Context: an optimization exercise on an open-source flow, tuned for a short achievable clock period and few clock cycles. The choices shown serve that exercise and are no tape-out recipe. In this exercise RTL edits were held to simulation tests only and were not proved equivalent to the original. Power figures rest on the tool's default switching activity, not on a simulated workload.

--- flow/run.sh ---
#!/bin/bash
# synth_recipe.tcl (not shown) runs the flow's synth.tcl, then flattens the netlist and writes it again
# the make line also repeats each setting of config.mk as NAME=value (left out here)
make -C /OpenROAD-flow-scripts/flow DESIGN_CONFIG=/design/flow/config.mk WORK_HOME=/design/flow/orfs CLKGATE_MAP_FILE= SYNTH_SCRIPT=/design/flow/synth_recipe.tcl finish
--- flow/config.mk ---
export PLATFORM = sky130hd
export DESIGN_NAME = rv_core_top
export DESIGN_NICKNAME = rv_core_top
export VERILOG_FILES = /design/flow/design.v
export SDC_FILE = /design/flow/constraint.sdc
export NUM_CORES = 4
export LEC_CHECK = 0
export ABC_AREA = 1
export CAP_MARGIN = 20
export CORE_MARGIN = 2
export CORE_UTILIZATION = 40
export SETUP_SLACK_MARGIN = 3.5
export SLEW_MARGIN = 20
--- flow/constraint.sdc ---
create_clock -name core_clock -period 6.5 [get_ports {clk}]
set_input_delay 1.3000 -clock core_clock [delete_from_list [all_inputs] [get_ports {clk}]]
set_output_delay 1.3000 -clock core_clock [all_outputs]
set_load 0.01 [all_outputs]
--- flow/design.v ---
localparam logic [6:0] OPC_OP     = 7'b0110011;
localparam logic [6:0] OPC_OP_IMM = 7'b0010011;
localparam logic [6:0] OPC_LUI    = 7'b0110111;
localparam logic [6:0] OPC_STORE  = 7'b0100011;
localparam logic [6:0] OPC_BRANCH = 7'b1100011;
localparam logic [6:0] OPC_JAL    = 7'b1101111;
localparam logic [2:0] F3_ADD_SUB = 3'b000;
localparam logic [2:0] F3_SLL     = 3'b001;
localparam logic [2:0] F3_SLT     = 3'b010;
localparam logic [2:0] F3_SLTU    = 3'b011;
localparam logic [2:0] F3_XOR     = 3'b100;
localparam logic [2:0] F3_SRL_SRA = 3'b101;
localparam logic [2:0] F3_OR      = 3'b110;
localparam logic [2:0] F3_AND     = 3'b111;
localparam logic [2:0] F3_BEQ = F3_ADD_SUB;
localparam logic [2:0] F3_BNE = F3_SLL;
localparam logic [2:0] F3_SW  = F3_SLT;
localparam logic [3:0] ALU_ADD    = 4'd0;
localparam logic [3:0] ALU_SUB    = 4'd1;
localparam logic [3:0] ALU_AND    = 4'd2;
localparam logic [3:0] ALU_OR     = 4'd3;
localparam logic [3:0] ALU_XOR    = 4'd4;
localparam logic [3:0] ALU_SLL    = 4'd5;
localparam logic [3:0] ALU_SRL    = 4'd6;
localparam logic [3:0] ALU_SRA    = 4'd7;
localparam logic [3:0] ALU_SLT    = 4'd8;
localparam logic [3:0] ALU_SLTU   = 4'd9;
localparam logic [3:0] ALU_PASS_B = 4'd10;
localparam logic [2:0] CLS_NOP   = 3'd0;
localparam logic [2:0] CLS_ALU   = 3'd1;
localparam logic [2:0] CLS_STORE = 3'd2;
localparam logic [2:0] CLS_BEQ   = 3'd3;
localparam logic [2:0] CLS_BNE   = 3'd4;
localparam logic [2:0] CLS_JAL   = 3'd5;
`timescale 1ns/1ps
module ks_add #(parameter int W = 32) (
    input  logic [W-1:0] a,
    input  logic [W-1:0] b,
    input  logic         cin,
    output logic [W-1:0] sum,
    output logic         cout
);
    logic [W-1:0] p, g, gg, pp;
    always_comb begin
        p  = a ^ b;
        g  = a & b;
        gg = g;
        pp = p;
        gg[0] = g[0] | (p[0] & cin);
        for (int d = 1; d < W; d = d * 2) begin
            for (int i = W - 1; i >= d; i--) begin
                gg[i] = gg[i] | (pp[i] & gg[i-d]);
                pp[i] = pp[i] & pp[i-d];
            end
        end
        sum  = p ^ {gg[W-2:0], cin};
        cout = gg[W-1];
    end
endmodule
module eq_lookup (
    input  logic [4:0]   a,
    input  logic [4:0]   b,
    input  logic [495:0] tri_i,
    output logic         eq_o
);
    function automatic int tidx(input int i, input int j);
        tidx = i * 31 - (i * (i - 1)) / 2 + (j - i - 1);
    endfunction
    logic [31:0] oha, ohb, row;
    always_comb begin
        for (int i = 0; i < 32; i++) begin
            oha[i] = (a == 5'(i));
            ohb[i] = (b == 5'(i));
        end
        for (int j = 0; j < 32; j++) begin
            row[j] = oha[j];
            for (int i = 0; i < 32; i++)
                if (i < j)      row[j] = row[j] | (oha[i] & tri_i[tidx(i, j)]);
                else if (i > j) row[j] = row[j] | (oha[i] & tri_i[tidx(j, i)]);
        end
        eq_o = |(ohb & row);
    end
endmodule
module rv_core_top (
    input  logic                  clk,
    input  logic                  rst_n_i,
    input  logic [31:0]           inst_i,
    output logic [32-1:0] inst_addr_o,
    output logic                  mem_w_enable_o,
    output logic [32-1:0] mem_w_addr_o,
    output logic [32-1:0] mem_w_data_o
);
localparam logic [6:0] OPC_OP     = 7'b0110011;
localparam logic [6:0] OPC_OP_IMM = 7'b0010011;
localparam logic [6:0] OPC_LUI    = 7'b0110111;
localparam logic [6:0] OPC_STORE  = 7'b0100011;
localparam logic [6:0] OPC_BRANCH = 7'b1100011;
localparam logic [6:0] OPC_JAL    = 7'b1101111;
localparam logic [2:0] F3_ADD_SUB = 3'b000;
localparam logic [2:0] F3_SLL     = 3'b001;
localparam logic [2:0] F3_SLT     = 3'b010;
localparam logic [2:0] F3_SLTU    = 3'b011;
localparam logic [2:0] F3_XOR     = 3'b100;
localparam logic [2:0] F3_SRL_SRA = 3'b101;
localparam logic [2:0] F3_OR      = 3'b110;
localparam logic [2:0] F3_AND     = 3'b111;
localparam logic [2:0] F3_BEQ = F3_ADD_SUB;
localparam logic [2:0] F3_BNE = F3_SLL;
localparam logic [2:0] F3_SW  = F3_SLT;
localparam logic [3:0] ALU_ADD    = 4'd0;
localparam logic [3:0] ALU_SUB    = 4'd1;
localparam logic [3:0] ALU_AND    = 4'd2;
localparam logic [3:0] ALU_OR     = 4'd3;
localparam logic [3:0] ALU_XOR    = 4'd4;
localparam logic [3:0] ALU_SLL    = 4'd5;
localparam logic [3:0] ALU_SRL    = 4'd6;
localparam logic [3:0] ALU_SRA    = 4'd7;
localparam logic [3:0] ALU_SLT    = 4'd8;
localparam logic [3:0] ALU_SLTU   = 4'd9;
localparam logic [3:0] ALU_PASS_B = 4'd10;
localparam logic [2:0] CLS_NOP   = 3'd0;
localparam logic [2:0] CLS_ALU   = 3'd1;
localparam logic [2:0] CLS_STORE = 3'd2;
localparam logic [2:0] CLS_BEQ   = 3'd3;
localparam logic [2:0] CLS_BNE   = 3'd4;
localparam logic [2:0] CLS_JAL   = 3'd5;
    logic [31:0] pc_q;
    logic [31:0] regs_q [1:31];
    logic        ex_wen_q;       
    logic        ex_st_q;        
    logic        ex_br_q;        
    logic        ex_ne_q;        
    logic        ex_pred_q;      
    logic [4:0]  ex_rd_q;
    logic [31:0] ex_a_q;
    logic [31:0] ex_b_q;
    logic [31:0] ex_rs2_q;
    logic        ex_fa_q;        
    logic        ex_fb_q;
    logic        ex_f2_q;
    logic [31:0] ex_tgt_q;       
    logic [31:0] ex_pc4_q;
    logic        ex_sub_q;       
    logic        ex_s_add_q, ex_s_slt_q, ex_s_sltu_q, ex_s_and_q, ex_s_or_q,
                 ex_s_xor_q, ex_s_sll_q, ex_s_sr_q;
    logic        ex_sra_q;
    logic        wb_en_q;
    logic [4:0]  wb_rd_q;
    logic [31:0] wb_q;           
    logic [31:0] wbx_q;          
    logic [31:0] wbr_q;          
    logic        wbz_q;          
    logic        wbzk_q;         
    logic [31:0] ea, eb, e2;
    logic [32:0] s00, s10, s01, s11, sum;
    logic        z00, z10, z01, z11, add_zero;
    logic        a31, b31;
    logic        lt, ltu;
    logic [31:0] sll_r, sr_r;
    logic [31:0] wb_data;
    logic        eq;
    logic        miss;
    logic [31:0] ex_alt;
    logic        ex_zero;
    logic        ex_zk;          
    function automatic logic sum_zero(input logic [31:0] a, input logic [31:0] b, input logic cin);
        sum_zero = ((a[0] ^ b[0]) == cin) && ((a[31:1] ^ b[31:1]) == (a[30:0] | b[30:0]));
    endfunction
    assign ea  = ex_fa_q ? wb_q : ex_a_q;
    assign eb  = ex_fb_q ? wb_q : ex_b_q;
    assign e2  = ex_f2_q ? wb_q : ex_rs2_q;
    ks_add #(.W(32)) u_add00 (.a(ex_a_q), .b(ex_b_q), .cin(1'b0), .sum(s00[31:0]), .cout(s00[32]));
    ks_add #(.W(32)) u_add10 (.a(wbx_q),  .b(ex_b_q), .cin(1'b0), .sum(s10[31:0]), .cout(s10[32]));
    ks_add #(.W(32)) u_add01 (.a(ex_a_q), .b(wb_q),   .cin(1'b0), .sum(s01[31:0]), .cout(s01[32]));
    ks_add #(.W(32)) u_add11 (.a(wbx_q),  .b(wb_q),   .cin(1'b0), .sum(s11[31:0]), .cout(s11[32]));
    assign z00 = sum_zero(ex_a_q, ex_b_q, 1'b0);
    assign z10 = sum_zero(wbx_q,  ex_b_q, 1'b0);
    assign z01 = sum_zero(ex_a_q, wb_q,   1'b0);
    assign z11 = sum_zero(wbx_q,  wb_q,   1'b0);
    always_comb begin
        case ({ex_fa_q, ex_fb_q})
            2'b00:   begin sum = s00; add_zero = z00; end
            2'b10:   begin sum = s10; add_zero = z10; end
            2'b01:   begin sum = s01; add_zero = z01; end
            default: begin sum = s11; add_zero = z11; end
        endcase
    end
    assign a31   = ex_fa_q ? wb_q[31] : (ex_a_q[31] ^ ex_sub_q);
    assign b31   = ex_fb_q ? wb_q[31] : ex_b_q[31];
    assign ltu   = sum[32];
    assign lt    = (a31 ^ b31) ? a31 : !sum[31];
    assign sll_r = ea << eb[4:0];
    assign sr_r  = 32'($signed({ex_sra_q & ea[31], ea}) >>> eb[4:0]);
    logic [31:0] rest;
    assign rest    = ({32{ex_s_slt_q}}  & {31'b0, lt})
                   | ({32{ex_s_sltu_q}} & {31'b0, ltu})
                   | ({32{ex_s_and_q}}  & (ea & eb))
                   | ({32{ex_s_or_q}}   & (ea | eb))
                   | ({32{ex_s_xor_q}}  & (ea ^ eb))
                   | ({32{ex_s_sll_q}}  & sll_r)
                   | ({32{ex_s_sr_q}}   & sr_r);
    assign wb_data = ex_s_add_q ? (sum[31:0] ^ {32{ex_sub_q}}) : rest;
    assign ex_zero = add_zero;
    assign ex_zk   = ex_s_add_q && !ex_sub_q;
    assign eq   = (ea == e2);
    assign miss = ex_br_q && ((ex_ne_q ^ eq) != ex_pred_q);
    assign ex_alt = ex_pred_q ? ex_pc4_q : ex_tgt_q;
    always_ff @(posedge clk or negedge rst_n_i) begin
        if (!rst_n_i) begin
            mem_w_enable_o <= 1'b0;
            wb_en_q        <= 1'b0;
            wbz_q          <= 1'b1;
            wbzk_q         <= 1'b1;
        end else begin
            mem_w_enable_o <= ex_st_q;
            wb_en_q        <= ex_wen_q;
            wbz_q          <= ex_zero;
            wbzk_q         <= ex_zk;
        end
    end
    always_ff @(posedge clk) begin
        mem_w_addr_o <= sum[31:0];
        mem_w_data_o <= e2;
        wb_rd_q      <= ex_rd_q;
        wb_q         <= wb_data;
        wbx_q        <= wb_data ^ {32{d_sub}};
        if (ex_wen_q) wbr_q <= wb_data;
    end
    localparam logic [31:0] HM0 = 32'h9e37_79b9;
    localparam logic [31:0] HM1 = 32'h7f4a_7c15;
    localparam logic [31:0] HM2 = 32'h85eb_ca6b;
    localparam logic [31:0] HM3 = 32'hc2b2_ae35;
    localparam logic [31:0] HM4 = 32'h27d4_eb2f;
    localparam logic [31:0] HM5 = 32'h1656_67b1;
    function automatic logic [5:0] vhash(input logic [31:0] v);
        vhash = {^(v & HM5), ^(v & HM4), ^(v & HM3), ^(v & HM2), ^(v & HM1), ^(v & HM0)};
    endfunction
    logic [31:0] rfz;
    logic [5:0]  rfh [0:31];
    logic [31:1] rfz_q;
    logic [5:0]  rfh_q [1:31];
    always_comb begin
        rfz[0] = 1'b1;
        rfh[0] = 6'd0;
        for (int j = 1; j < 32; j++) begin
            rfz[j] = rfz_q[j];
            rfh[j] = rfh_q[j];
        end
    end
    always_ff @(posedge clk or negedge rst_n_i) begin
        if (!rst_n_i) begin
            for (int i = 1; i < 32; i++) begin
                rfz_q[i] <= 1'b1;
                rfh_q[i] <= 6'd0;
            end
        end else if (wb_en_q) begin
            rfz_q[wb_rd_q] <= (wbr_q == 32'd0);
            rfh_q[wb_rd_q] <= vhash(wbr_q);
        end
    end
    always_ff @(posedge clk or negedge rst_n_i) begin
        if (!rst_n_i) begin
            for (int i = 1; i < 32; i++) regs_q[i] <= '0;
        end else if (wb_en_q) begin
            regs_q[wb_rd_q] <= wbr_q;
        end
    end
    logic [6:0]  opcode;
    logic [2:0]  f3;
    logic [4:0]  rs1, rs2, rd;
    logic        is_op, is_opi, is_lui, is_sw, is_br, is_jal;
    logic        alt;
    logic [31:0] imm_i, imm_s, imm_u;
    logic [31:0] rf1, rf2;
    logic        hz1, hz2;
    logic [31:0] pc4, tgt_b, tgt_j, tgt;
    logic        known, zsel, eqt, eqv, pred;
    logic [31:0] d_a, d_b;
    assign inst_addr_o = pc_q;
    assign opcode = inst_i[6:0];
    assign f3     = inst_i[14:12];
    assign rs1    = inst_i[19:15];
    assign rs2    = inst_i[24:20];
    assign rd     = inst_i[11:7];
    assign is_op  = (opcode == OPC_OP);
    assign is_opi = (opcode == OPC_OP_IMM);
    assign is_lui = (opcode == OPC_LUI);
    assign is_sw  = (opcode == OPC_STORE) && (f3 == F3_SW);
    assign is_br  = (opcode == OPC_BRANCH) && (f3[2:1] == 2'b00);
    assign is_jal = (opcode == OPC_JAL);
    assign alt    = inst_i[30] && ((is_op && f3 == F3_ADD_SUB) || f3 == F3_SRL_SRA);
    assign imm_i = {{20{inst_i[31]}}, inst_i[31:20]};
    assign imm_s = {{20{inst_i[31]}}, inst_i[31:25], inst_i[11:7]};
    assign imm_u = {inst_i[31:12], 12'b0};
    assign rf1 = (rs1 == 5'd0) ? 32'd0 : (wb_en_q && wb_rd_q == rs1) ? wbr_q : regs_q[rs1];
    assign rf2 = (rs2 == 5'd0) ? 32'd0 : (wb_en_q && wb_rd_q == rs2) ? wbr_q : regs_q[rs2];
    assign hz1 = ex_wen_q && (ex_rd_q == rs1);
    assign hz2 = ex_wen_q && (ex_rd_q == rs2);
    logic        bco, jco;
    logic [31:0] bofs, jofs;
    assign bofs = {{20{inst_i[31]}}, inst_i[7], inst_i[30:25], inst_i[11:8], 1'b0};
    assign jofs = {{12{inst_i[31]}}, inst_i[19:12], inst_i[20], inst_i[30:21], 1'b0};
    ks_add #(.W(32)) u_badd (.a(pc_q), .b(bofs), .cin(1'b0), .sum(tgt_b), .cout(bco));
    ks_add #(.W(32)) u_jadd (.a(pc_q), .b(jofs), .cin(1'b0), .sum(tgt_j), .cout(jco));
    assign pc4 = pc_q + 32'd4;
    assign tgt = is_jal ? tgt_j : tgt_b;
    logic wb1, wb2;
    assign wb1   = wb_en_q && (wb_rd_q == rs1);
    assign wb2   = wb_en_q && (wb_rd_q == rs2);
    always_comb begin
        known = 1'b0;
        eqv   = 1'b0;
        if (rs1 == rs2) begin
            known = 1'b1;
            eqv = 1'b1;
        end else if (hz1 || hz2) begin
            known = ((rs1 == 5'd0) || (rs2 == 5'd0)) && ex_zk;
            eqv   = ex_zero;
        end else if (wb1 || wb2) begin
            known = ((rs1 == 5'd0) || (rs2 == 5'd0)) && wbzk_q;
            eqv   = wbz_q;
        end else if ((rs1 == 5'd0) || (rs2 == 5'd0)) begin
            known = 1'b1;
            eqv   = (rs1 == 5'd0) ? rfz[rs2] : rfz[rs1];
        end else begin
            known = 1'b1;
            eqv   = (rfh[rs1] == rfh[rs2]);
        end
    end
    assign pred = is_jal ||
                  (is_br && (known ? (eqv ^ f3[0]) : (inst_i[31] || f3[0])));
    logic d_sub;
    assign d_sub = is_op && (f3 == F3_ADD_SUB) && inst_i[30] ||
                   (is_op || is_opi) && (f3 == F3_SLT || f3 == F3_SLTU);
    assign d_a = (is_lui || is_jal) ? 32'd0 : rf1;
    assign d_b = is_jal ? pc4 :
                 is_lui ? imm_u :
                 is_opi ? imm_i :
                 is_sw  ? imm_s : rf2;
    always_ff @(posedge clk or negedge rst_n_i) begin
        if (!rst_n_i) begin
            pc_q      <= 32'h0000_0000;
            ex_wen_q  <= 1'b0;
            ex_st_q   <= 1'b0;
            ex_br_q   <= 1'b0;
        end else begin
            pc_q      <= (pred && !miss) ? tgt : (miss ? ex_alt : pc4);
            ex_wen_q  <= !miss && (is_op || is_opi || is_lui || is_jal) && (rd != 5'd0);
            ex_st_q   <= !miss && is_sw;
            ex_br_q   <= !miss && is_br;
        end
    end
    always_ff @(posedge clk) begin
        ex_ne_q     <= f3[0];
        ex_pred_q   <= pred;
        ex_rd_q     <= rd;
        ex_a_q      <= d_a ^ {32{d_sub}};
        ex_b_q      <= d_b;
        ex_rs2_q    <= rf2;
        ex_fa_q     <= hz1 && !(is_lui || is_jal);
        ex_fb_q     <= hz2 && is_op;
        ex_f2_q     <= hz2;
        ex_tgt_q    <= tgt_b;
        ex_pc4_q    <= pc4;
        ex_sub_q    <= d_sub;
        ex_s_add_q  <= (is_op || is_opi) && (f3 == F3_ADD_SUB) || is_sw;
        ex_s_slt_q  <= (is_op || is_opi) && (f3 == F3_SLT);
        ex_s_sltu_q <= (is_op || is_opi) && (f3 == F3_SLTU);
        ex_s_and_q  <= (is_op || is_opi) && (f3 == F3_AND);
        ex_s_or_q   <= (is_op || is_opi) && (f3 == F3_OR) || is_lui || is_jal;
        ex_s_xor_q  <= (is_op || is_opi) && (f3 == F3_XOR);
        ex_s_sll_q  <= (is_op || is_opi) && (f3 == F3_SLL);
        ex_s_sr_q   <= (is_op || is_opi) && (f3 == F3_SRL_SRA);
        ex_sra_q    <= alt;
    end
endmodule
==> results of run 1 <==
[how the worst min path moves through the flow]
| stage | startpoint | slack [ns] | to | cells after the start |
|---|---|---|---|---|
| 2_1_floorplan | ex_st_q$_DFF_PN0_ | 0.33 | mem_w_enable_o$_DFF_PN0_ | 0 |
| 3_3_place_gp | ex_st_q$_DFF_PN0_ | 0.35 | mem_w_enable_o$_DFF_PN0_ | 0 |
| 3_5_place_dp | ex_st_q$_DFF_PN0_ | 0.35 | mem_w_enable_o$_DFF_PN0_ | 0 |
| 4_1_cts | ex_st_q$_DFF_PN0_ | 0.36 | mem_w_enable_o$_DFF_PN0_ | 0 |
| 5_1_grt | ex_st_q$_DFF_PN0_ | 0.36 | mem_w_enable_o$_DFF_PN0_ | 0 |
| 6_report | ex_st_q$_DFF_PN0_ | 0.36 | mem_w_enable_o$_DFF_PN0_ | 0 |
[where the power goes]
group | leakage, nW | switching [W] | total, W | internal, W
Sequential | 20.2 | 0.000362 | 0.0106 | 0.0103
Clock | 3.17 | 0.00492 | 0.0113 | 0.00639
Combinational | 34.6 | 0.00334 | 0.00519 | 0.00185
[repair_timing]
action / CTS / global route
gates resized for setup: 2940 / 900
pin swaps: 573 / 476
cloned: 37 / 11
buffers inserted: 702 / 285
endpoints found under the setup margin: 623 / 503
[stage by stage]
step | area (sq um) | power, W | setup WS, ns
2_1_floorplan | 97850 | 0.01288 | 2.954
3_3_place_gp | 103500 | 0.01464 | -0.3681
3_5_place_dp | 103500 | 0.01462 | 0.005993
4_1_cts | 128300 | 0.02649 | 3.014
5_1_grt | 135000 | 0.02775 | 2.738
6_report | 135000 | 0.02713 | 2.632
[cell type report]
cell class                 instances  area, sq um  share of cell area
tap                             3167         3963             0.02934
timing repair inverter             7        55.05           0.0004077
antenna                           31        77.57           0.0005745
clock inverter                    80        959.7            0.007107
timing repair buffer            1647        17290              0.1280
clock buffer                     270         5488             0.04064
inverter                        1625         6740             0.04991
multi-input combinational       9118        61610              0.4563
sequential                      1592        38850              0.2877
[metal layers]
layer,wire [microns],GRT usage
met5,720,0.01566
met4,55160,0.3235
met3,98330,0.2292
met2,229900,0.6298
met1,219700,0.5987
[kinds of logic (layout without fill, tap and decap cells)]
group / Yosys count / count (layout)
DFF: 1592 / 1592
buffers and inverters: 2409 / 3629
other: 0 / 31
xor gates and xnor gates: 352 / 352
AOI/OAI and AO/OA: 3326 / 3326
muxes: 17 / 17
adders and majority gates: 393 / 393
and+or+nand+nor: 5025 / 5030
[cells in the mapped netlist (19+ instances only)]
| library cell | instances |
|---|---|
| a2111oi_0 | 31 |
| a211oi_1 | 22 |
| a21o_1 | 22 |
| a21oi_1 | 392 |
| a221oi_1 | 148 |
| a22oi_1 | 29 |
| a31oi_1 | 37 |
| buf_1 | 55 |
| buf_2 | 71 |
| buf_4 | 19 |
| clkbuf_1 | 638 |
| clkinv_1 | 28 |
| dfrtp_1 | 1215 |
| dfstp_2 | 33 |
| dfxtp_1 | 312 |
| edfxtp_1 | 32 |
| ha_1 | 387 |
| inv_1 | 1579 |
| nand2_1 | 3241 |
| nand3_1 | 510 |
| nand4_1 | 200 |
| nor2_1 | 646 |
| nor2_2 | 21 |
| nor3_1 | 99 |
| nor4_1 | 163 |
| o2111ai_1 | 57 |
| o211ai_1 | 85 |
| o21ai_0 | 1815 |
| o221ai_1 | 59 |
| o22ai_1 | 562 |
| or2_2 | 77 |
| xnor2_1 | 127 |
| xor2_1 | 225 |
==> metrics.yaml, run 1 <==
synth:
  synth_top_area_frac: 0.3166
  syn_avg_cell_area_sq_um: 7.324
  synth_edf_count: 32
  synthesis.area_sq_mm: 0.09605
  synthMuxAreaShare: 0.001798
  synthArstFlopShare: 0.7839
  synthSimpleGateAreaFrac: 0.2195
  yosysWarnings: 5
  synthCells: 13110
  synthAdderAreaFrac: 0.05167
  yosys.area.top_type: "dfrtp_1"
  synth_area_leaders: "dfrtp_1, nand2_1, o21ai_0, dfxtp_1, inv_1"
  synth_flop_cell: "dfrtp_1"
  synthXorXnorAreaFrac: 0.03210
  ys_seq_area_frac: 0.4006
  syn_nets: 13540
  ys_types: 67
  synth_compound_area_frac: 0.1984
  synth_seq_cells: 1592
  synth_top_family_by_area: "simple AND/OR/NAND/NOR gates"
floorplanning:
  start_util: 0.4030
  row_count: 179
  die_y_microns: 494.0
  ios: 131
  core_area_sq_mm: 0.2383
  die_w_microns: 494.0
  die_area_sq_mm: 0.2441
global_routing:
  grt_start_max_net_pins: 157
  grt.total_usage: 0.4748
  grt_pass1_wl_microns: 812600
  grt_remaining_overflow: 0
  antenna_found_initial: 69
  grt_pass1_vias: 101300
critical_path:
  worstSetupPathType: "primary input to register"
  setup.worst_path.end_class: "register"
  crit_family: "simple AND/OR/NAND/NOR gates"
  cp-startpoint: "inst_i[23]"
  path_cells: "buf_12, buf_12, nor2_4, clkinv_4, buf_12, nor2_4, buf_4, clkinvlp_4, buf_6, o22ai_4, a21oi_4, o221ai_4, nor4_4, nand4_1, nand3_1, o21ai_2, nand2_1, inv_2, o21ai_2, nand3_1"
  critPathArrivalTime_ns: 4.62
  cpMaxStageDelayCell: "nand4_1"
  critPathMaxStageDelay_ns: 0.54
  setup.worst_path.end: "ex_b_q[12]$_DFF_P_"
  startpoint_type: "primary input"
  crit_top_cell: "buf_12"
  crit_required_ns: 7.26
  rrSetupSlack_ns: 2.73
  crit_fanout: 5
  path_buf_inv: 8
  path_depth: 20
  rr_startpoint: "wb_q[0]$_DFF_P_"
  worstRegToRegCells: 17
  worst_r2r_endpoint: "pc_q[3]$_DFF_PN0_"
final_layout:
  final_layout_size_suffix_gt1_frac: 0.2823
  largest_reg_flops: 992
  nNetsFinal: 14610
  largestRegisters: "regs_q: 992 flops, rfh_q: 186 flops"
  syn2layout_area_growth_pct: 40.60
  fin_cells: 17540
  fillers: 21490
  largest-register: "regs_q"
  final_common_cell: "nand2_1"
  fin_util: 0.5667
  final_cell_mix: "nand2_1, o21ai_0, inv_1, dfrtp_1, buf_4"
power:
  power.leakage_nw: 57.94
  ir_worst_vdd_mv: 0.2407
  p_per_area_mw_per_mm2: 200.9
timing:
  tightest_slew_ns: 1.256
  worst_clock_skew_ns: 0.05060
  holdWs_ns: 0.3588
  max-slew-margin-rel: 0.1566
  layout_min_cycle_time_ns: 3.868
  max_freq_ghz: 0.2585
  setup_viol: 0
  final_hold_viol_count: 0
  min_period_over_period: 0.5951
  setup_tns_ns: 0
  rsz0062_at_grt: "true"
  slew_viol_final: 0
placed_design:
  place.gp.congestion: 1.080
  dp_cells: 16120
  place.port_buffers: 130
  hpwl_microns: 411800
cts:
  clk_path_buf_depth: 3
  root_buffer: "clkbuf_16"
  cts_sinks: 1592
  clkTransAtPathRegs_ns: 0.06
  cts_hold_buf: 0
  h-tree-depth: 4
  tritoncts: "yes"
  clk_latency_ns: 0.92
  numCtsBuffers: 187
run_status:
  outcome: "finished clean"
route:
  route.detailed.drc: 0
  wire_per_inst_microns: 34.44
  route.vias.total: 111100
  drt-initial-drc-count: 18830
  vias_per_cell: 6.334
  dr.pass1.iters: 12
  routed_wl_microns: 603900
  antenna_left: 0
run:
  max_cap_viol_count: 0
hold_path:
  hp-class: "register to register"
Testbench counts, summed over its fixed seeds: cycles 52,676.
==> run 2, diff against run 1 <==
--- a/flow/config.mk
+++ b/flow/config.mk
@@ -12,2 +12,3 @@
 export SETUP_SLACK_MARGIN = 3.5
 export SLEW_MARGIN = 20
+export TNS_END_PERCENT = 10
==> run 2 against run 1 <==
Effect of this change:
- sequential power about the same
- combinational power shrank 8.5%
- critical path type unchanged
- clock-buffer cell count is 20 lower
- non-clock buffer count shrank 425
- largest power group unchanged
- largest cell class unchanged
- routed wire length shrank 2.4%
- cell count is 2.5% lower
- power down 0.89%
- worst setup slack worse by 0.018 ns
- die area did not move
- global-route usage shrank 1.1 points
- register-to-register slack improved by 0.11 ns
==> metrics.yaml, run 2 <==
synth:
  synth_flop_cell: "dfrtp_1"
  yosys.area.top_type: "dfrtp_1"
  synth_seq_cells: 1592  # unchanged
  synthArstFlopShare: 0.7839  # unchanged
  synth_area_leaders: "dfrtp_1, nand2_1, o21ai_0, dfxtp_1, inv_1"
  yosysMostFrequentCell: "nand2_1"
  ys_seq_area_frac: 0.4006  # unchanged
  synth_top_area_frac: 0.3166  # unchanged
  ys_types: 67  # unchanged
  synth_commonest_cells: "nand2_1, o21ai_0, inv_1, dfrtp_1, nor2_1"
  syn_avg_cell_area_sq_um: 7.324  # unchanged
  yosysWarnings: 5  # unchanged
  synthesis.area_sq_mm: 0.09605  # unchanged
  syn_nets: 13540  # unchanged
  synthCells: 13110  # unchanged
  synth_edf_count: 32  # unchanged
placed_design:
  place.port_buffers: 130  # unchanged
  hpwl_microns: 418800  # +1.7%
  place.gp.congestion: 1.078  # -0.19%
  dp_cells: 16120  # +0.0062%
  dpl_cell_area_sq_mm: 0.1031  # -0.41%
global_routing:
  grt_pass1_vias: 96100  # -5.1%
  grt_start_max_net_pins: 181  # +15%
  grt_busiest_layer: "met2"
  met2_usage: 0.6352  # +0.005435
  met3_usage: 0.2008  # -0.02839
  grt_pass1_wl_microns: 791800  # -2.6%
  grt_remaining_overflow: 0  # unchanged
  use_met1: 0.5869  # -0.01186
  antenna_found_initial: 55  # -20%
  grt.total_usage: 0.4643  # -0.01050
floorplanning:
  die_area_sq_mm: 0.2441  # unchanged
  row_count: 179  # unchanged
  die_y_microns: 494.0  # unchanged
  start_util: 0.4030  # unchanged
  die_w_microns: 494.0  # unchanged
  ios: 131  # unchanged
  core_area_sq_mm: 0.2383  # unchanged
timing:
  max_freq_ghz: 0.2574  # -0.45%
  setup_tns_ns: 0  # unchanged
  slew_viol_final: 0  # unchanged
  max-slew-margin-rel: 0.1205  # -0.03604
  worst_clock_skew_ns: 0.08592  # +0.03531 ns
  layout_min_cycle_time_ns: 3.886  # +0.01755 ns
  setup_viol: 0  # unchanged
  tightest_slew_ns: 1.315  # +0.05904 ns
  rsz0062_at_grt: "true"
  final_hold_viol_count: 0  # unchanged
  min_period_over_period: 0.5978  # +0.002700
run:
  max_cap_viol_count: 0  # unchanged
critical_path:
  worstSetupPathType: "primary input to register"
  critPathArrivalTime_ns: 4.60  # -0.02 ns
  crit_required_ns: 7.22  # -0.04 ns
  startpoint_type: "primary input"
  crit_fanout: 6  # +1
  setup.worst_path.end_class: "register"
power:
  ir_worst_vdd_mv: 0.2337  # -2.9%
  power_w: 0.02689  # -0.89%
  p_per_area_mw_per_mm2: 215.0  # +7.0%
  power.leakage_nw: 53.75  # -7.2%
final_layout:
  fin_util: 0.5248  # -0.04187
  final_area_sq_mm: 0.1251  # -7.4%
  largest-register: "regs_q"
  final_common_cell: "nand2_1"
  final_layout_size_suffix_gt1_frac: 0.2137  # -0.06860
  nNetsFinal: 14170  # -3.0%
  fillers: 22750  # +5.9%
  fin_cells: 17100  # -2.5%
  largestRegisters: "regs_q: 992 flops, rfh_q: 186 flops"
  syn2layout_area_growth_pct: 30.21
  largest_reg_flops: 992  # unchanged
  final_cell_mix: "nand2_1, o21ai_0, inv_1, dfrtp_1, buf_4"
cts:
  clk_latency_ns: 0.94  # +0.02 ns
  tritoncts: "yes"
  root_buffer: "clkbuf_16"
  numCtsBuffers: 184  # -1.6%
  clk_path_buf_depth: 3  # unchanged
  cts_sinks: 1592  # unchanged
  h-tree-depth: 4  # unchanged
  clkTransAtPathRegs_ns: 0.07  # about the same
  cts_hold_buf: 0  # unchanged
route:
  wire_per_inst_microns: 34.46  # about the same
  antenna_left: 0  # unchanged
  dr.pass1.iters: 13  # +1
  route.detailed.drc: 0  # unchanged
  vias_per_cell: 6.272  # -0.98%
  route.vias.total: 107300  # -3.4%
  drt-initial-drc-count: 17450  # -7.4%
  routed_wl_microns: 589400  # -2.4%
run_status:
  outcome: "finished clean"
hold_path:
  hp-class: "register to register"
[run 2: cell families (layout without fill, tap and decap cells)]
kind of cell | after synthesis | in the layout | synth area share
xor gates and xnor gates | 352 | 352 | 0.03210
buffers and inverters | 2409 | 3196 | 0.09589
DFF | 1592 | 1592 | 0.4006
AOI/OAI and AO/OA | 3326 | 3326 | 0.1984
other | 0 | 34 | 0
muxes | 17 | 17 | 0.001798
and+or+nand+nor | 5025 | 5026 | 0.2195
adders and majority gates | 393 | 393 | 0.05167
[run 2: report_power, final]
part / internal [W] / switching (W)
Clock: 0.00654 / 0.00490
Sequential: 0.0103 / 0.000427
Combinational: 0.00165 / 0.00310
[run 2: critical path: stages]
cell	delay [ns]
buf_8	0.09
buf_12	0.14
nor2_4	0.06
nand2_4	0.13
nor2_4	0.08
buf_4	0.22
buf_4	0.22
nand2_1	0.08
o2111ai_1	0.34
nor4_1	0.99
nand4_1	0.18
a21oi_1	0.24
a211oi_1	0.07
buf_4	0.20
o21ai_0	0.15
nand2_1	0.06
[run 2: layer usage]
| metal | vias to the layer above | wire (microns) |
|---|---|---|
| met5 | - | 404 |
| met4 | 32 | 51670 |
| met3 | 2262 | 88140 |
| met2 | 8592 | 230000 |
| met1 | 51230 | 219200 |
| li1 | 45150 | - |
[run 2: final cells by class]
| cell class | instances | area [sq um] | area share |
|---|---|---|---|
| antenna | 34 | 85.08 | 0.0006803 |
| timing repair inverter | 4 | 31.28 | 0.0002501 |
| inverter | 1625 | 6526 | 0.05219 |
| sequential | 1592 | 38780 | 0.3101 |
| tap | 3167 | 3963 | 0.03169 |
| timing repair buffer | 1222 | 12650 | 0.1011 |
| multi-input combinational | 9114 | 56460 | 0.4515 |
| clock inverter | 95 | 1435 | 0.01148 |
| clock buffer | 250 | 5132 | 0.04104 |
[run 2: final timing paths]
| check | from | to | slack, ns | cells after the start |
|---|---|---|---|---|
| min in group asynchronous | rst_n_i | regs_q[30][21]$_DFFE_PN0P_ | 0.39 | 1 |
| setup reg to reg | wbx_q[23]$_DFF_P_ | pc_q[24]$_DFF_PN0_ | 2.84 | 15 |
| hold / removal | ex_st_q$_DFF_PN0_ | mem_w_enable_o$_DFF_PN0_ | 0.36 | 0 |
| hold reg to reg | ex_st_q$_DFF_PN0_ | mem_w_enable_o$_DFF_PN0_ | 0.36 | 0 |
| setup / recovery | inst_i[21] | ex_b_q[17]$_DFF_P_ | 2.61 | 16 |
| max in group asynchronous | rst_n_i | regs_q[10][29]$_DFFE_PN0P_ | 4.51 | 3 |
[run 2: per-stage QoR]
step	setup WS (ns)	hold WS, ns
after floorplan	2.954	0.3312
after global placement	0.3761	0.3367
after detailed placement	0.3520	0.3419
after CTS	2.946	0.3579
after global routing	2.744	0.3655
final	2.614	0.3551
[run 2: timing repair]
| item | 4_1_cts | 5_1_grt |
|---|---|---|
| resized for setup | 1350 | 1027 |
| gates cloned | 25 | 9 |
| buffers inserted | 312 | 258 |
| pin swaps | 215 | 256 |
| setup endpoints to repair | 637 | 658 |
==> run 3, diff against run 2 <==
--- a/flow/config.mk
+++ b/flow/config.mk
@@ -9,5 +9,6 @@
 export CAP_MARGIN = 20
 export CORE_MARGIN = 2
-export CORE_UTILIZATION = 40
+export CORE_UTILIZATION = 45
+export PLACE_DENSITY = 0.65
 export SETUP_SLACK_MARGIN = 3.5
 export SLEW_MARGIN = 20
==> run 3 against run 2 <==
Effect of this change:
- still clean
- register-to-register slack got worse by 0.12 ns
- clock-buffer cell count increased by 10
- cell count down 2.6%
- first-iteration DRC count rose by 12%
- die area down 11%
- non-clock buffer count is 101 lower
- power shrank 0.13%
- critical path type unchanged
- critical endpoint is now ex_b_q[22]$_DFF_P_
- largest cell class unchanged
==> metrics.yaml, run 3 <==
placed_design:
  hpwl_microns: 407800  # -2.6%
  dpl_cell_area_sq_mm: 0.1025  # -0.60%
  place.port_buffers: 130  # unchanged
  place.gp.congestion: 1.114  # +3.3%
global_routing:
  grt_pass1_wl_microns: 783100  # -1.1%
  antenna_found_initial: 58  # +5.5%
  grt_pass1_vias: 100900  # +5.0%
  grt.total_usage: 0.5120  # +0.04770
  grt_start_max_net_pins: 174  # -3.9%
  grt_remaining_overflow: 0  # unchanged
final_layout:
  multi_input_area_sq_mm: 0.05511  # -2.4%
  syn2layout_area_growth_pct: 27.24
  final_layout_size_suffix_gt1_frac: 0.1915  # -0.02217
  seqCellArea_sq_mm: 0.03878  # about the same
  final_cell_mix: "nand2_1, o21ai_0, inv_1, dfrtp_1, buf_4"
  nNetsFinal: 14070  # -0.71%
  final_area_sq_mm: 0.1222  # -2.3%
  largest_reg_flops: 992  # unchanged
  largest-register: "regs_q"
  fillers: 19290  # -15%
  largestRegisters: "regs_q: 992 flops, rfh_q: 186 flops"
  final_common_cell: "nand2_1"
critical_path:
  startpoint_type: "primary input"
  crit_fanout: 14  # +8
  setup.worst_path.end_class: "register"
  rrSetupSlack_ns: 2.72  # -0.12 ns
  worstSetupPathType: "primary input to register"
  critPathArrivalTime_ns: 4.75  # +0.15 ns
  worst_r2r_endpoint: "pc_q[9]$_DFF_PN0_"
  rr_startpoint: "wb_q[31]$_DFF_P_"
  crit_required_ns: 7.24  # +0.02 ns
  worstRegToRegCells: 16  # +1
run_status:
  outcome: "finished clean"
floorplanning:
  ios: 131  # unchanged
  row_count: 169  # -5.6%
  die_w_microns: 466.0  # -5.7%
  die_y_microns: 466.0  # -5.7%
  start_util: 0.4529  # +0.04981
  die_area_sq_mm: 0.2171  # -11%
  core_area_sq_mm: 0.2121  # -11%
synth:
  synth_area_leaders: "dfrtp_1, nand2_1, o21ai_0, dfxtp_1, inv_1"
  synthCells: 13110  # unchanged
  synthXorXnorAreaFrac: 0.03210  # unchanged
  ys_types: 67  # unchanged
  syn_avg_cell_area_sq_um: 7.324  # unchanged
  yosys.area.top_type: "dfrtp_1"
  synth_flop_cell: "dfrtp_1"
  synth_top_family_by_area: "simple AND/OR/NAND/NOR gates"
  synthesis.area_sq_mm: 0.09605  # unchanged
  synth_edf_count: 32  # unchanged
  synthAdderAreaFrac: 0.05167  # unchanged
  synthMuxAreaShare: 0.001798  # unchanged
  ys_seq_area_frac: 0.4006  # unchanged
  synth_top_area_frac: 0.3166  # unchanged
  synth_compound_area_frac: 0.1984  # unchanged
  synth_seq_cells: 1592  # unchanged
  synthSimpleGateAreaFrac: 0.2195  # unchanged
  syn_nets: 13540  # unchanged
  yosysWarnings: 5  # unchanged
  yosysMostFrequentCell: "nand2_1"
  synth_commonest_cells: "nand2_1, o21ai_0, inv_1, dfrtp_1, nor2_1"
  synthArstFlopShare: 0.7839  # unchanged
hold_path:
  hp-class: "primary input to async pin"
cts:
  root_buffer: "clkbuf_16"
  cts_sinks: 1592  # unchanged
  clkTransAtPathRegs_ns: 0.06  # about the same
  tritoncts: "yes"
  clk_path_buf_depth: 3  # unchanged
  numCtsBuffers: 182  # -1.1%
  h-tree-depth: 4  # unchanged
  clk_latency_ns: 0.93  # about the same
timing:
  setup_tns_ns: 0  # unchanged
  layout_min_cycle_time_ns: 4.002  # +0.1168 ns
  min_period_over_period: 0.6158  # +0.01797
  worst_clock_skew_ns: 0.09719  # +0.01128 ns
  max_freq_ghz: 0.2499  # -2.9%
  rsz0062_at_grt: "true"
  final_hold_viol_count: 0  # unchanged
  tightest_slew_ns: 1.239  # -0.07599 ns
  slew_viol_final: 0  # unchanged
  setup_viol: 0  # unchanged
  max-slew-margin-rel: 0.1733  # +0.05272
power:
  ir_worst_vdd_mv: 0.2990  # +28%
  p_per_area_mw_per_mm2: 219.7  # +2.2%
  power.leakage_nw: 53.01  # -1.4%
route:
  route.detailed.drc: 0  # unchanged
  routed_wl_microns: 580700  # -1.5%
  route.vias.total: 109800  # +2.3%
  wire_per_inst_microns: 34.88  # +1.2%
  dr.pass1.iters: 9  # -4
  vias_per_cell: 6.593  # +5.1%
  drt-initial-drc-count: 19510  # +12%
  antenna_left: 0  # unchanged
run:
  max_cap_viol_count: 0  # unchanged
==> run 3: cell count changes in the layout (fill, tap and decap cells not counted), sizes merged <==
cell and delta:
buf -102, clkinvlp -9, clkbuf +8, dlygate4sd2 +5, bufbuf +4, clkdlybuf4s50 -4, diode -4, inv -3
bufinv -2, dlymetal6s2s -2, clkinv +1, nor2 +1
==> run 3: layout make-up <==
| type | count | share of cell area |
|---|---|---|
| Tap cell | 2821 | 0.02888 |
| Inverter | 1625 | 0.05283 |
| Multi-Input combinational cell | 9115 | 0.4509 |
| Clock inverter | 81 | 0.01074 |
| Timing Repair inverter | 5 | 0.0002969 |
| Antenna cell | 30 | 0.0006143 |
| Clock buffer | 260 | 0.04321 |
| Timing Repair Buffer | 1121 | 0.09523 |
| Sequential cell | 1592 | 0.3173 |
==> run 3: cell families (layout without fill, tap and decap cells) <==
kind of cell,after synthesis,after routing
AOI/OAI and AO/OA,3326,3326
xor gates and xnor gates,352,352
adders and majority gates,393,393
buffers and inverters,2409,3092
DFF,1592,1592
muxes,17,17
other,0,30
and+or+nand+nor,5025,5027
==> run 3: report_power, final <==
group          switching (W)  total (W)  internal, W
clock network        0.00489     0.0115      0.00660
logic                0.00311    0.00468      0.00157
registers           0.000409     0.0107       0.0103
total                0.00841     0.0269       0.0184
==> run 3: worst max-delay path, cell delays in order <==
cell	delay, ns
buf_12	0.11
clkinvlp_4	0.21
nand3_4	0.17
nor2_4	0.07
buf_12	0.18
clkinvlp_4	0.12
buf_12	0.15
o22ai_2	0.09
nor4_4	0.71
nand4_1	0.67
nor2_2	0.35
nor2_4	0.08
o21ai_2	0.16
a21oi_4	0.08
o21ai_1	0.17
nand2_1	0.06
==> run 3: routing by layer <==
layer | global-route usage | part of all wire | up-vias
met1 | 0.6291 | 0.36 | 52290
li1 | - | - | 44890
met3 | 0.2294 | 0.16 | 2746
met5 | 0.01164 | 0.0012 | -
met2 | 0.7033 | 0.39 | 9794
met4 | 0.3717 | 0.095 | 54
==> run 3: stage by stage <==
| step | setup WS (ns) | hold WS [ns] | util | power (W) | instances |
|---|---|---|---|---|---|
| final | 2.498 | 0.2750 | 0.5762 | 0.02685 | 16650 |
| after global routing | 2.552 | 0.3452 | 0.5760 | 0.02743 | 16630 |
| after CTS | 2.929 | 0.3309 | 0.5554 | 0.02631 | 16430 |
| after detailed placement | 0.1191 | 0.3404 | 0.4832 | 0.01466 | 15760 |
| after global placement | 0.01419 | 0.3380 | 0.4831 | 0.01465 | 15760 |
| after floorplan | 2.954 | 0.3312 | - | 0.01281 | 13110 |
==> run 3: timing repair <==
item,in CTS,in global routing
setup endpoints to repair,652,643
hold endpoints to repair,0,0
buffers inserted,311,176
pin swaps,214,149
hold buffers,0,0
gates resized for setup,1418,672
gates cloned,21,11
==> run 3: worst max path at each step <==
stage,from,end,slack (ns),cells past startpoint
final,inst_i[21],ex_b_q[22]$_DFF_P_,2.50,16
after global routing,inst_i[21],ex_b_q[22]$_DFF_P_,2.55,16
after CTS,inst_i[21],ex_b_q[22]$_DFF_P_,2.93,17
after detailed placement,inst_i[20],ex_b_q[27]$_DFF_P_,0.12,16
after global placement,inst_i[23],ex_b_q[22]$_DFF_P_,0.01,17
after floorplan,inst_i[21],pc_q[25]$_DFF_PN0_,2.95,20

re-timing with driven ports:
How much do the figures lean on ideal ports? The routed layouts below were timed once more, with nothing changed but the port constraints.
Step 1 assumes that a clkbuf_16 drives the clock port and a buf_2 every other input.
Step 2, shift: input delay + t, output delay - t, t = (earliest + latest rising clock arrival at the registers) / 2. This alone moves slack from input paths to output paths.
Slacks: no drivers / after step 1 / after step 2; pairs: no drivers / after step 1.
| run | t (ns) | setup WS [ns] | hold slack, ns | latest minus earliest clock arrival (ns) |
|---|---|---|---|---|
| run 1 | 0.995 | 2.632 / 2.597 / 1.602 | 0.359 / 0.359 / 0.359 | 0.051 / 0.051 |
| run 2 | 1.010 | 2.614 / 2.584 / 1.574 | 0.355 / 0.355 / 0.355 | 0.086 / 0.086 |
| run 3 | 0.976 | 2.498 / 2.472 / 1.496 | 0.275 / 0.278 / 0.362 | 0.103 / 0.103 |
After both steps setup and hold are still met in every run listed. For run 2, which loses most, drivers alone change the setup slack by -0.030 ns; drivers and shift together by -1.040 ns.
